Source: an optimization exercise on an open RTL-to-GDS flow (aim: small area). Production flows keep margins and buffers that such runs may drop. Only simulation tests tie the RTL to the original design; equivalence was not proved.

Design hdc_frame_assembler, start of the top module:
module hdc_frame_assembler #(
  parameter int CHANNELS = hdc_frame_assembler_pkg::INPUT_CHANNELS,
  parameter int SAMPLE_W = hdc_frame_assembler_pkg::RAW_WIDTH,
  parameter int LANE_W   = 16
) (
  input  logic                         Clk_CI,
  input  logic                         Reset_RI,
  input  logic                         SampleValid_SI,
  output logic                         SampleReady_SO,
  input  logic [SAMPLE_W-1:0]          Sample_DI,
  input  logic                         SampleLast_SI,
  input  logic [hdc_frame_assembler_pkg::MODE_W-1:0]            ModeIn_SI,
  input  logic [hdc_frame_assembler_pkg::LABEL_W-1:0]           LabelIn_DI,
  output logic [hdc_frame_assembler_pkg::idxWidth(CHANNELS)-1:0] ChannelIdx_DO,
  output logic                         ValidOut_SO,
  input  logic                         ReadyIn_SI,
  output logic [hdc_frame_assembler_pkg::MODE_W-1:0]            ModeOut_SO,
  output logic [hdc_frame_assembler_pkg::LABEL_W-1:0]           LabelOut_DO,
  output logic [CHANNELS*LANE_W-1:0]   Raw_DO,
  output logic                         FrameError_SO
);
For scale: ~2200 cells after synthesis, ~1900 flip-flops.
==> module hdc_frame_assembler, before the edit <==
module hdc_frame_assembler #(
  parameter int CHANNELS = hdc_frame_assembler_pkg::INPUT_CHANNELS,
  parameter int SAMPLE_W = hdc_frame_assembler_pkg::RAW_WIDTH,
  parameter int LANE_W   = 16
) (
  input  logic                         Clk_CI,
  input  logic                         Reset_RI,
  input  logic                         SampleValid_SI,
  output logic                         SampleReady_SO,
  input  logic [SAMPLE_W-1:0]          Sample_DI,
  input  logic                         SampleLast_SI,
  input  logic [hdc_frame_assembler_pkg::MODE_W-1:0]            ModeIn_SI,
  input  logic [hdc_frame_assembler_pkg::LABEL_W-1:0]           LabelIn_DI,
  output logic [hdc_frame_assembler_pkg::idxWidth(CHANNELS)-1:0] ChannelIdx_DO,
  output logic                         ValidOut_SO,
  input  logic                         ReadyIn_SI,
  output logic [hdc_frame_assembler_pkg::MODE_W-1:0]            ModeOut_SO,
  output logic [hdc_frame_assembler_pkg::LABEL_W-1:0]           LabelOut_DO,
  output logic [CHANNELS*LANE_W-1:0]   Raw_DO,
  output logic                         FrameError_SO
);
  localparam int IDX_W = hdc_frame_assembler_pkg::idxWidth(CHANNELS);
  localparam int PK_W  = CHANNELS * SAMPLE_W;
  logic               sampleReady;
  logic [IDX_W-1:0]   chanIdx;
  logic               frameError;
  logic               slotValid;
  logic [SAMPLE_W-1:0] collectLane [CHANNELS];
  logic [hdc_frame_assembler_pkg::MODE_W-1:0]  collectMode;
  logic [hdc_frame_assembler_pkg::LABEL_W-1:0] collectLabel;
  logic accept, atLastIdx, complete, framingErr, slotFree, slotLoad;
  assign accept     = SampleValid_SI & sampleReady;
  assign atLastIdx  = (chanIdx == IDX_W'(CHANNELS - 1));
  assign complete   = accept & atLastIdx & SampleLast_SI;
  assign framingErr = accept & (SampleLast_SI != atLastIdx);
  assign slotFree   = ~slotValid | ReadyIn_SI;
  assign slotLoad   = slotFree & (~sampleReady | complete);
  always_ff @(posedge Clk_CI or negedge Reset_RI) begin
    if (!Reset_RI) begin
      sampleReady <= 1'b1;
      chanIdx     <= '0;
      frameError  <= 1'b0;
      slotValid   <= 1'b0;
    end else begin
      if (accept) begin
        chanIdx <= framingErr ? '0 : chanIdx + IDX_W'(1);
      end
      if (framingErr) begin
        frameError <= 1'b1;
      end
      if (sampleReady) begin
        if (complete & ~slotFree) sampleReady <= 1'b0;
      end else begin
        if (slotFree) sampleReady <= 1'b1;
      end
      if (slotLoad) begin
        slotValid <= 1'b1;
      end else if (ReadyIn_SI) begin
        slotValid <= 1'b0;
      end
    end
  end
  always_ff @(posedge Clk_CI) begin
    for (int k = 0; k < CHANNELS; k++) begin
      if (chanIdx == IDX_W'(k) && (k != 0 || sampleReady)) begin
        collectLane[k] <= Sample_DI;
      end
    end
    if (chanIdx == '0 && sampleReady) begin
      collectMode  <= ModeIn_SI;
      collectLabel <= LabelIn_DI;
    end
  end
  logic [PK_W-1:0] loadPk;
  always_comb begin
    for (int k = 0; k < CHANNELS - 1; k++) begin
      loadPk[k*SAMPLE_W +: SAMPLE_W] = collectLane[k];
    end
    loadPk[(CHANNELS-1)*SAMPLE_W +: SAMPLE_W] =
      sampleReady ? Sample_DI : collectLane[CHANNELS-1];
  end
  logic [PK_W-1:0] slotPk;
  hdc_frame_slot #(
    .RAW_W (PK_W)
  ) uSlot (
    .Clk_CI   (Clk_CI),
    .Load_SI  (slotLoad),
    .Raw_DI   (loadPk),
    .Mode_DI  (collectMode),
    .Label_DI (collectLabel),
    .Raw_DO   (slotPk),
    .Mode_DO  (ModeOut_SO),
    .Label_DO (LabelOut_DO)
  );
  always_comb begin
    for (int k = 0; k < CHANNELS; k++) begin
      Raw_DO[k*LANE_W +: LANE_W] = {~slotValid, slotPk[k*SAMPLE_W +: SAMPLE_W]};
    end
  end
  assign SampleReady_SO = sampleReady;
  assign ChannelIdx_DO  = chanIdx;
  assign FrameError_SO  = frameError;
  assign ValidOut_SO    = slotValid;
endmodule
Settings: LEC_CHECK=0, CAP_MARGIN=20, CORE_MARGIN=2, CORE_UTILIZATION=75, GPL_TIMING_DRIVEN=0, PLACE_DENSITY=0.85, SLEW_MARGIN=20; clock period 4.0 ns.
standard.sh (not shown) runs the stock make flow with config.mk's settings and CLKGATE_MAP_FILE= SYNTH_SCRIPT=/design/flow/synth_recipe.tcl, a recipe that flattens the netlist after the stock synthesis.
==> flow/flow/run.sh <==
#!/bin/bash
# Standard ORFS layout (standard.sh, unchanged synthesis) with these changes:
# port buffers use the smallest buffer cell, the first fanout repair may not
# use the largest buffers, and the clock tree uses clkbuf_8 with small sink
# clusters and no dummy loads.
set -e
HERE=$(cd "$(dirname "$0")" && pwd)
export BUFFER_PORTS_ARGS="-buffer_cell sky130_fd_sc_hd__buf_1"
export PRE_RESIZE_TCL="$HERE/pre_resize.tcl"
export CTS_ARGS="-sink_clustering_enable -repair_clock_nets -buf_list sky130_fd_sc_hd__clkbuf_8 -sink_clustering_size 16 -sink_clustering_max_diameter 50 -dont_use_dummy_load"
bash standard.sh > standard.log 2>&1
==> flow/flow/pre_resize.tcl <==
# Keep the first fanout repair from building trees of the largest buffers.
set_dont_use {sky130_fd_sc_hd__buf_12 sky130_fd_sc_hd__buf_16 sky130_fd_sc_hd__clkbuf_16}
The baseline ended with an error in I/O pin placement.
Rerun with:
--- a/flow/design.v
+++ b/flow/design.v
@@ -127,9 +127,9 @@
     .Label_DO (LabelOut_DO)
   );
   always_comb begin
     for (int k = 0; k < CHANNELS; k++) begin
-      Raw_DO[k*LANE_W +: LANE_W] = {~slotValid, slotPk[k*SAMPLE_W +: SAMPLE_W]};
+      Raw_DO[k*LANE_W +: LANE_W] = LANE_W'(slotPk[k*SAMPLE_W +: SAMPLE_W]);
     end
   end
   assign SampleReady_SO = sampleReady;
   assign ChannelIdx_DO  = chanIdx;
Outcome:
- The new run aborted during I/O pin placement on PPL-0024
- synthesized area barely changes
- synthesized cell count hardly moves

---

== run A ==
Starting RTL as in the previous note.
export LEC_CHECK = 0
export CAP_MARGIN = 20
export CORE_MARGIN = 2
export CORE_UTILIZATION = 70
export GPL_TIMING_DRIVEN = 0
export SLEW_MARGIN = 20
create_clock -name core_clock -period 4.0 [get_ports {Clk_CI}]
Scripts as last shown in full above: flow/flow/run.sh, flow/flow/pre_resize.tcl
What run B does differently from run A at the input level:
--- a/flow/design.v
+++ b/flow/design.v
@@ -57,11 +57,12 @@
   localparam int PK_W  = CHANNELS * SAMPLE_W;
   logic               sampleReady;
   logic [IDX_W-1:0]   chanIdx;
   logic               frameError;
   logic               slotValid;
-  logic [SAMPLE_W-1:0] collectLane [CHANNELS];
+  logic [(CHANNELS-1)*SAMPLE_W-1:0] collectShift;
+  logic [SAMPLE_W-1:0] collectLast;
   logic [hdc_frame_assembler_pkg::MODE_W-1:0]  collectMode;
   logic [hdc_frame_assembler_pkg::LABEL_W-1:0] collectLabel;
   logic accept, atLastIdx, complete, framingErr, slotFree, slotLoad;
   assign accept     = SampleValid_SI & sampleReady;
   assign atLastIdx  = (chanIdx == IDX_W'(CHANNELS - 1));
@@ -93,28 +94,23 @@
         slotValid <= 1'b0;
       end
     end
   end
   always_ff @(posedge Clk_CI) begin
-    for (int k = 0; k < CHANNELS; k++) begin
-      if (chanIdx == IDX_W'(k) && (k != 0 || sampleReady)) begin
-        collectLane[k] <= Sample_DI;
-      end
+    if (accept & ~atLastIdx) begin
+      collectShift <= {Sample_DI, collectShift[(CHANNELS-1)*SAMPLE_W-1:SAMPLE_W]};
+    end
+    if (atLastIdx) begin
+      collectLast <= Sample_DI;
     end
     if (chanIdx == '0 && sampleReady) begin
       collectMode  <= ModeIn_SI;
       collectLabel <= LabelIn_DI;
     end
   end
   logic [PK_W-1:0] loadPk;
-  always_comb begin
-    for (int k = 0; k < CHANNELS - 1; k++) begin
-      loadPk[k*SAMPLE_W +: SAMPLE_W] = collectLane[k];
-    end
-    loadPk[(CHANNELS-1)*SAMPLE_W +: SAMPLE_W] =
-      sampleReady ? Sample_DI : collectLane[CHANNELS-1];
-  end
+  assign loadPk = {sampleReady ? Sample_DI : collectLast, collectShift};
   logic [PK_W-1:0] slotPk;
   hdc_frame_slot #(
     .RAW_W (PK_W)
   ) uSlot (
     .Clk_CI   (Clk_CI),
@@ -126,11 +122,11 @@
     .Mode_DO  (ModeOut_SO),
     .Label_DO (LabelOut_DO)
   );
   always_comb begin
     for (int k = 0; k < CHANNELS; k++) begin
-      Raw_DO[k*LANE_W +: LANE_W] = {~slotValid, slotPk[k*SAMPLE_W +: SAMPLE_W]};
+      Raw_DO[k*LANE_W +: LANE_W] = LANE_W'(slotPk[k*SAMPLE_W +: SAMPLE_W]);
     end
   end
   assign SampleReady_SO = sampleReady;
   assign ChannelIdx_DO  = chanIdx;
   assign FrameError_SO  = frameError;
Notes after the runs:
- Run B did not make it past I/O pin placement, where a tool error ended it.
- In terms of share of synthesized cell area in full adder, half adder and majority cells, run B and run A differ only marginally.
- On share of the yosys chip area belonging to registers, the higher figure sits with run B, not run A.
- From run A to run B the numbers moved as follows: area after synthesis moved down, number of rows in the core area went down 1, die width comparable, synthesized-area fraction occupied by and/or/nand/nor cells now smaller, proportion of synthesized area in mux cells shows no meaningful change.
- Share of async-settable or async-resettable flops after synthesis: run B vs run A identical
- Side by side, synthesized cell count turned out lower in run B than in run A.
- Delta (run B minus run A): post-synthesis compound-gate area fraction closely matched the old numbers, effective utilization at floorplan has increased.

[what the ideal ports hide]
No port has a modelled driver above. Below, the same layout with a new extraction and two added sets of constraints.
Step 1 (the two cells are an assumption about what drives the block):
set clk [get_ports {Clk_CI}]
set_driving_cell -lib_cell sky130_fd_sc_hd__clkbuf_16 $clk
set_driving_cell -lib_cell sky130_fd_sc_hd__buf_2 [delete_from_list [all_inputs] $clk]
Step 2 adds t to the input delays and takes it off the output delays; t is the mean of the earliest and latest rising clock arrival at the registers after step 1. Input paths then give back, and output paths get back, about the clock's delay inside the block.
a / b / c = ideal ports / drivers / drivers and shift; a / b = the first two.
run: run A
t, ns: 0.874
setup WS [ns]: 0.501 / 0.501 / 0.501
hold WS [ns]: 0.157 / 0.123 / 0.362
worst slew at a driven data input, ns: 0.12
pins driven straight from the clock port: 1
After both steps run A still meets setup and hold. For run A, drivers alone change the setup slack by 0.000 ns; drivers and shift together by 0.000 ns.
